From an optimization exercise on the open Yosys and OpenROAD flow, aimed at a short achievable clock period and few clock cycles; shortcuts taken in it are not production practice. Function was checked by simulation only, so behaviour that the tests miss may differ from the original. Power and IR drop assume default switching activity.

==> flow/design.v <==
module cybercobra_mc #(
    parameter logic [31:0] RESET_PC = 32'h0000_0000,
    parameter int          SW_W     = 16
) (
    input  logic            clk_i,
    input  logic            rst_i,
    output logic            imem_req_o,
    output logic [31:0]     imem_addr_o,
    input  logic            imem_valid_i,
    input  logic [31:0]     imem_rdata_i,
    input  logic [SW_W-1:0] sw_i,
    input  logic            sw_valid_i,
    output logic            sw_ack_o,
    output logic [31:0]     out_o,
    output logic            halted_o
    ,
    output logic [31:0]     instret_o
);
    localparam logic [4:0] ALU_ADD  = 5'b00000;
    localparam logic [4:0] ALU_SLL  = 5'b00001;
    localparam logic [4:0] ALU_SLTS = 5'b00010;
    localparam logic [4:0] ALU_SLTU = 5'b00011;
    localparam logic [4:0] ALU_XOR  = 5'b00100;
    localparam logic [4:0] ALU_SRL  = 5'b00101;
    localparam logic [4:0] ALU_OR   = 5'b00110;
    localparam logic [4:0] ALU_AND  = 5'b00111;
    localparam logic [4:0] ALU_SUB  = 5'b01000;
    localparam logic [4:0] ALU_SRA  = 5'b01101;
    localparam logic [4:0] ALU_EQ   = 5'b11000;
    localparam logic [4:0] ALU_NE   = 5'b11001;
    localparam logic [4:0] ALU_LTS  = 5'b11100;
    localparam logic [4:0] ALU_GES  = 5'b11101;
    localparam logic [4:0] ALU_LTU  = 5'b11110;
    localparam logic [4:0] ALU_GEU  = 5'b11111;
    function automatic logic [31:0] add32(input logic [31:0] a, input logic [31:0] b,
                                          input logic cin);
        logic [31:0] g, p, gg, pp;
        g = a & b;
        p = a ^ b;
        gg = g;
        pp = p;
        gg[0] = g[0] | (p[0] & cin);
        for (int d = 1; d < 32; d = d * 2) begin
            for (int i = 31; i >= d; i--) begin
                gg[i] = gg[i] | (pp[i] & gg[i-d]);
                pp[i] = pp[i] & pp[i-d];
            end
        end
        add32 = p ^ {gg[30:0], cin};
    endfunction
    function automatic logic less32(input logic [31:0] a, input logic [31:0] b);
        logic [31:0] g, e;
        g = ~a & b;
        e = ~(a ^ b);
        for (int s = 1; s < 32; s = s * 2) begin
            for (int i = 0; i < 32; i = i + 2 * s) begin
                g[i] = g[i+s] | (e[i+s] & g[i]);
                e[i] = e[i+s] & e[i];
            end
        end
        less32 = g[0];
    endfunction
    logic [31:0] rf [1:31];
    logic        xv_q;                  
    logic        x_j_q;                 
    logic        x_beq_q, x_bne_q, x_blt_q, x_bge_q;   
    logic        x_pred_q;              
    logic        x_sgn_q;               
    logic        x_halt_q;              
    logic        x_sw_q;                
    logic        x_wen_q;               
    logic [4:0]  x_wa_q;
    logic        x_ws_alu_q;            
    logic        x_ws_sw_q;             
    logic [31:0] x_imm_q;               
    logic        x_add_q, x_sub_q, x_sll_q, x_srl_q, x_sra_q, x_slt_q;
    logic        x_xor_q, x_or_q, x_and_q;
    logic [31:0] opa_q, opb_q;          
    logic [31:0] seq_q;                 
    logic [31:0] tgt_q;                 
    logic [31:0] fa_q;                  
    logic        halted_q;
    logic [31:0] out_q;
    logic [31:0] instret_q;
    logic        wb_en_q;               
    logic [4:0]  wb_wa_q;
    logic [31:0] wb_data_q;
    logic [31:0] sw_ext;
    assign sw_ext = 32'($signed(sw_i));
    logic eq, lt, taken, redirect;
    assign eq = ~|(opa_q ^ opb_q);
    assign lt = less32({opa_q[31] ^ x_sgn_q, opa_q[30:0]}, {opb_q[31] ^ x_sgn_q, opb_q[30:0]});
    assign taken = x_j_q | (x_beq_q & eq) | (x_bne_q & ~eq) | (x_blt_q & lt) | (x_bge_q & ~lt);
    assign redirect = xv_q & (taken ^ x_pred_q);
    logic [31:0] alu_res;
    always_comb begin
        alu_res = ({32{x_add_q}} & add32(opa_q, opb_q, 1'b0))
                | ({32{x_sub_q}} & add32(opa_q, ~opb_q, 1'b1))
                | ({32{x_sll_q}} & (opa_q << opb_q[4:0]))
                | ({32{x_srl_q}} & (opa_q >> opb_q[4:0]))
                | ({32{x_sra_q}} & $unsigned($signed(opa_q) >>> opb_q[4:0]))
                | ({32{x_slt_q}} & {31'd0, lt})
                | ({32{x_xor_q}} & (opa_q ^ opb_q))
                | ({32{x_or_q}}  & (opa_q | opb_q))
                | ({32{x_and_q}} & (opa_q & opb_q));
    end
    logic [31:0] wr_data;
    assign wr_data = x_ws_alu_q ? alu_res : (x_ws_sw_q ? sw_ext : x_imm_q);
    logic x_stall, x_done;
    assign x_stall = x_sw_q & ~sw_valid_i;
    assign x_done  = xv_q & ~x_stall;
    assign imem_addr_o = fa_q;
    assign imem_req_o  = ~halted_q;
    assign sw_ack_o    = x_sw_q & sw_valid_i;
    assign halted_o    = halted_q;
    assign out_o       = out_q;
    logic [31:0] fi;
    assign fi = imem_rdata_i;
    logic        f_j, f_b, f_w;
    logic [1:0]  f_ws;
    logic [4:0]  f_op, f_ra1, f_ra2, f_wa;
    logic [7:0]  f_offs;
    assign f_j    = fi[31];
    assign f_b    = fi[30] & ~fi[31];
    assign f_w    = ~fi[31] & ~fi[30];
    assign f_ws   = fi[29:28];
    assign f_op   = fi[27:23];
    assign f_ra1  = fi[22:18];
    assign f_ra2  = fi[17:13];
    assign f_offs = fi[12:5];
    assign f_wa   = fi[4:0];
    logic [31:0] rf_now [1:31];
    logic [31:0] rf1, rf2, rd1, rd2;
    logic        fwd1, fwd2;
    always_comb begin
        rf1 = 32'd0;
        rf2 = 32'd0;
        for (int i = 1; i < 32; i++) begin
            rf_now[i] = (wb_en_q && wb_wa_q == 5'(i)) ? wb_data_q : rf[i];
            rf1 = rf1 | ({32{f_ra1 == 5'(i)}} & rf_now[i]);
            rf2 = rf2 | ({32{f_ra2 == 5'(i)}} & rf_now[i]);
        end
    end
    assign fwd1 = x_wen_q && (x_wa_q == f_ra1);
    assign fwd2 = x_wen_q && (x_wa_q == f_ra2);
    assign rd1  = fwd1 ? wr_data : rf1;
    assign rd2  = fwd2 ? wr_data : rf2;
    logic f_sgn;
    assign f_sgn = (f_op == ALU_SLTS) || (f_op == ALU_LTS) || (f_op == ALU_GES);
    logic f_pred;
    assign f_pred = f_j | (f_b & f_offs[7]);
    logic [31:0] offs_ext;
    assign offs_ext = {{22{f_offs[7]}}, f_offs, 2'b00};
    logic [31:0] fpc_seq, fpc_tgt;
    logic [31:0] fa_hi_inc, fa_hi_dec, fa_lo_sum;
    assign fpc_seq   = add32(fa_q, 32'd4, 1'b0);
    assign fa_hi_inc = add32({10'd0, fa_q[31:10]}, 32'd1, 1'b0);
    assign fa_hi_dec = add32({10'd0, fa_q[31:10]}, 32'hFFFF_FFFF, 1'b0);
    assign fa_lo_sum = add32({24'd0, fa_q[9:2]}, {24'd0, f_offs}, 1'b0);
    always_comb begin
        fpc_tgt[1:0] = fa_q[1:0];
        fpc_tgt[9:2] = fa_lo_sum[7:0];
        case ({f_offs[7], fa_lo_sum[8]})
            2'b01:   fpc_tgt[31:10] = fa_hi_inc[21:0];
            2'b10:   fpc_tgt[31:10] = fa_hi_dec[21:0];
            default: fpc_tgt[31:10] = fa_q[31:10];
        endcase
    end
    logic accept;
    assign accept = ~halted_q & ~x_stall & ~redirect & ~(xv_q & x_halt_q) & imem_valid_i;
    always_ff @(posedge clk_i) begin
        if (rst_i) begin
            xv_q     <= 1'b0;
            x_j_q    <= 1'b0;
            x_beq_q  <= 1'b0;
            x_bne_q  <= 1'b0;
            x_blt_q  <= 1'b0;
            x_bge_q  <= 1'b0;
            x_pred_q <= 1'b0;
            x_halt_q <= 1'b0;
            x_sw_q   <= 1'b0;
            x_wen_q  <= 1'b0;
            fa_q     <= RESET_PC;
            halted_q <= 1'b0;
            out_q    <= 32'd0;
            instret_q <= 32'd0;
            wb_en_q   <= 1'b0;
        end else begin
            wb_en_q <= x_done & x_wen_q;
            if (x_done) begin
                out_q     <= opa_q;
                instret_q <= instret_q + 32'd1;
                if (x_halt_q) halted_q <= 1'b1;
            end
            if (!x_stall) begin
                xv_q     <= accept;
                x_j_q    <= accept & f_j;
                x_beq_q  <= accept & f_b & (f_op == ALU_EQ);
                x_bne_q  <= accept & f_b & (f_op == ALU_NE);
                x_blt_q  <= accept & f_b & ((f_op == ALU_LTS) || (f_op == ALU_LTU));
                x_bge_q  <= accept & f_b & ((f_op == ALU_GES) || (f_op == ALU_GEU));
                x_pred_q <= accept & f_pred;
                x_halt_q <= accept & f_j & (f_offs == 8'd0);
                x_sw_q   <= accept & f_w & (f_ws == 2'b10);
                x_wen_q  <= accept & f_w & (f_wa != 5'd0);
            end
            if (redirect)    fa_q <= taken ? tgt_q : seq_q;
            else if (accept) fa_q <= f_pred ? fpc_tgt : fpc_seq;
        end
    end
    always_ff @(posedge clk_i) begin
        if (!x_stall) begin
            x_wa_q     <= f_wa;
            x_ws_alu_q <= f_ws == 2'b01;
            x_ws_sw_q  <= f_ws == 2'b10;
            x_imm_q    <= (f_ws == 2'b00) ? {{9{fi[27]}}, fi[27:5]} : 32'd0;
            x_add_q    <= f_op == ALU_ADD;
            x_sub_q    <= f_op == ALU_SUB;
            x_sll_q    <= f_op == ALU_SLL;
            x_srl_q    <= f_op == ALU_SRL;
            x_sra_q    <= f_op == ALU_SRA;
            x_slt_q    <= (f_op == ALU_SLTS) || (f_op == ALU_SLTU);
            x_xor_q    <= f_op == ALU_XOR;
            x_or_q     <= f_op == ALU_OR;
            x_and_q    <= f_op == ALU_AND;
            x_sgn_q    <= f_sgn;
            opa_q      <= rd1;
            opb_q      <= rd2;
            seq_q      <= fpc_seq;
            tgt_q      <= fpc_tgt;
        end
    end
    always_ff @(posedge clk_i) begin
        wb_wa_q   <= x_wa_q;
        wb_data_q <= wr_data;
    end
    always_ff @(posedge clk_i) begin
        for (int i = 1; i < 32; i++) begin
            if (wb_en_q && wb_wa_q == 5'(i)) rf[i] <= wb_data_q;
        end
    end
    assign instret_o = instret_q;
endmodule
export LEC_CHECK = 0
export CAP_MARGIN = 20
export CORE_MARGIN = 2
export CORE_UTILIZATION = 40
export SETUP_SLACK_MARGIN = 5
export SLEW_MARGIN = 20
create_clock -name core_clock -period 10.0 [get_ports {clk_i}]
standard.sh (not shown) runs the stock make flow with config.mk's settings and CLKGATE_MAP_FILE= SYNTH_SCRIPT=/design/flow/synth_recipe.tcl, a recipe that flattens the netlist after the stock synthesis.
==> flow/flow/run.sh <==
#!/bin/bash
set -euo pipefail
bash standard.sh SETUP_SLACK_MARGIN=5.8 finish > standard_flow.log 2>&1
Testbench counts at the start, summed over its fixed seeds: cycles 83,557.
Rerun with:
--- a/flow/design.v
+++ b/flow/design.v
@@ -65,6 +65,8 @@
     logic        x_j_q;                 
     logic        x_beq_q, x_bne_q, x_blt_q, x_bge_q;   
     logic        x_pred_q;              
+    logic        x_b_q;                 
+    logic [5:0]  x_bix_q;               
     logic        x_sgn_q;               
     logic        x_halt_q;              
     logic        x_sw_q;                
@@ -147,8 +149,15 @@
     assign rd2  = fwd2 ? wr_data : rf2;
     logic f_sgn;
     assign f_sgn = (f_op == ALU_SLTS) || (f_op == ALU_LTS) || (f_op == ALU_GES);
+    logic [1:0]  bp_ctr [64];
+    logic [63:0] bp_v;
+    logic [5:0]  f_bix;
+    logic        bp_hit, bp_taken;
+    assign f_bix    = fa_q[7:2];
+    assign bp_hit   = bp_v[f_bix];
+    assign bp_taken = bp_ctr[f_bix][1];
     logic f_pred;
-    assign f_pred = f_j | (f_b & f_offs[7]);
+    assign f_pred = f_j | (f_b & (bp_hit ? bp_taken : f_offs[7]));
     logic [31:0] offs_ext;
     assign offs_ext = {{22{f_offs[7]}}, f_offs, 2'b00};
     logic [31:0] fpc_seq, fpc_tgt;
@@ -177,6 +186,8 @@
             x_blt_q  <= 1'b0;
             x_bge_q  <= 1'b0;
             x_pred_q <= 1'b0;
+            x_b_q    <= 1'b0;
+            bp_v     <= 64'd0;
             x_halt_q <= 1'b0;
             x_sw_q   <= 1'b0;
             x_wen_q  <= 1'b0;
@@ -200,10 +211,12 @@
                 x_blt_q  <= accept & f_b & ((f_op == ALU_LTS) || (f_op == ALU_LTU));
                 x_bge_q  <= accept & f_b & ((f_op == ALU_GES) || (f_op == ALU_GEU));
                 x_pred_q <= accept & f_pred;
+                x_b_q    <= accept & f_b;
                 x_halt_q <= accept & f_j & (f_offs == 8'd0);
                 x_sw_q   <= accept & f_w & (f_ws == 2'b10);
                 x_wen_q  <= accept & f_w & (f_wa != 5'd0);
             end
+            if (xv_q && x_b_q) bp_v[x_bix_q] <= 1'b1;
             if (redirect)    fa_q <= taken ? tgt_q : seq_q;
             else if (accept) fa_q <= f_pred ? fpc_tgt : fpc_seq;
         end
@@ -224,6 +237,7 @@
             x_or_q     <= f_op == ALU_OR;
             x_and_q    <= f_op == ALU_AND;
             x_sgn_q    <= f_sgn;
+            x_bix_q    <= f_bix;
             opa_q      <= rd1;
             opb_q      <= rd2;
             seq_q      <= fpc_seq;
@@ -231,6 +245,13 @@
         end
     end
     always_ff @(posedge clk_i) begin
+        if (xv_q && x_b_q) begin
+            if (!bp_v[x_bix_q])                        bp_ctr[x_bix_q] <= taken ? 2'd2 : 2'd1;
+            else if (taken && bp_ctr[x_bix_q] != 2'd3)  bp_ctr[x_bix_q] <= bp_ctr[x_bix_q] + 2'd1;
+            else if (!taken && bp_ctr[x_bix_q] != 2'd0) bp_ctr[x_bix_q] <= bp_ctr[x_bix_q] - 2'd1;
+        end
+    end
+    always_ff @(posedge clk_i) begin
         wb_wa_q   <= x_wa_q;
         wb_data_q <= wr_data;
     end
Setup slack degrades by 0.023 ns. Routed wire length came out higher by 5.4%. Die area rose by about 13%. Register-to-register slack improves by 0.07 ns. Total power is higher by 19%. Worst hold slack barely changes. Via count grows by 7.4%. Sequential power increases by 19%. Clock skew rose by 0.060 ns. Flip-flop and latch count is higher by 211. Synthesized cell count went up by about 7.5%. Design area rose by about 13%. Critical path depth rises by 14.
Testbench counts after the change, summed over its fixed seeds: cycles 82,645.

## re-timing with driven ports
No port has a modelled driver above. Below, the same layouts with a new extraction and two added sets of constraints.
Step 1: set_driving_cell puts a clkbuf_16 on clk_i and a buf_2 on each other input, an assumption about the parent block.
Step 2 moves the port delays by t, midway between the first and last clock arrival at a register: inputs arrive t later, outputs are due t later. That takes back most of the time a late clock gives input paths.
a / b / c = no drivers / after step 1 / after step 2; a / b = the first two.
| run | shift t [ns] | setup slack, ns | worst hold slack (ns) | worst slew at a driven data input, ns | pins driven straight from the clock port |
|---|---|---|---|---|---|
| the first run | 0.885 | 5.591 / 5.617 / 4.733 | 0.453 / 0.453 / 0.453 | 0.07 | 1 |
| the second run | 0.916 | 5.569 / 5.612 / 4.696 | 0.451 / 0.451 / 0.451 | 0.17 | 1 |
After both steps setup and hold are still met in every run listed. The setup slack of the second run, which loses most, moves by +0.043 ns with the drivers and by -0.873 ns with both steps.
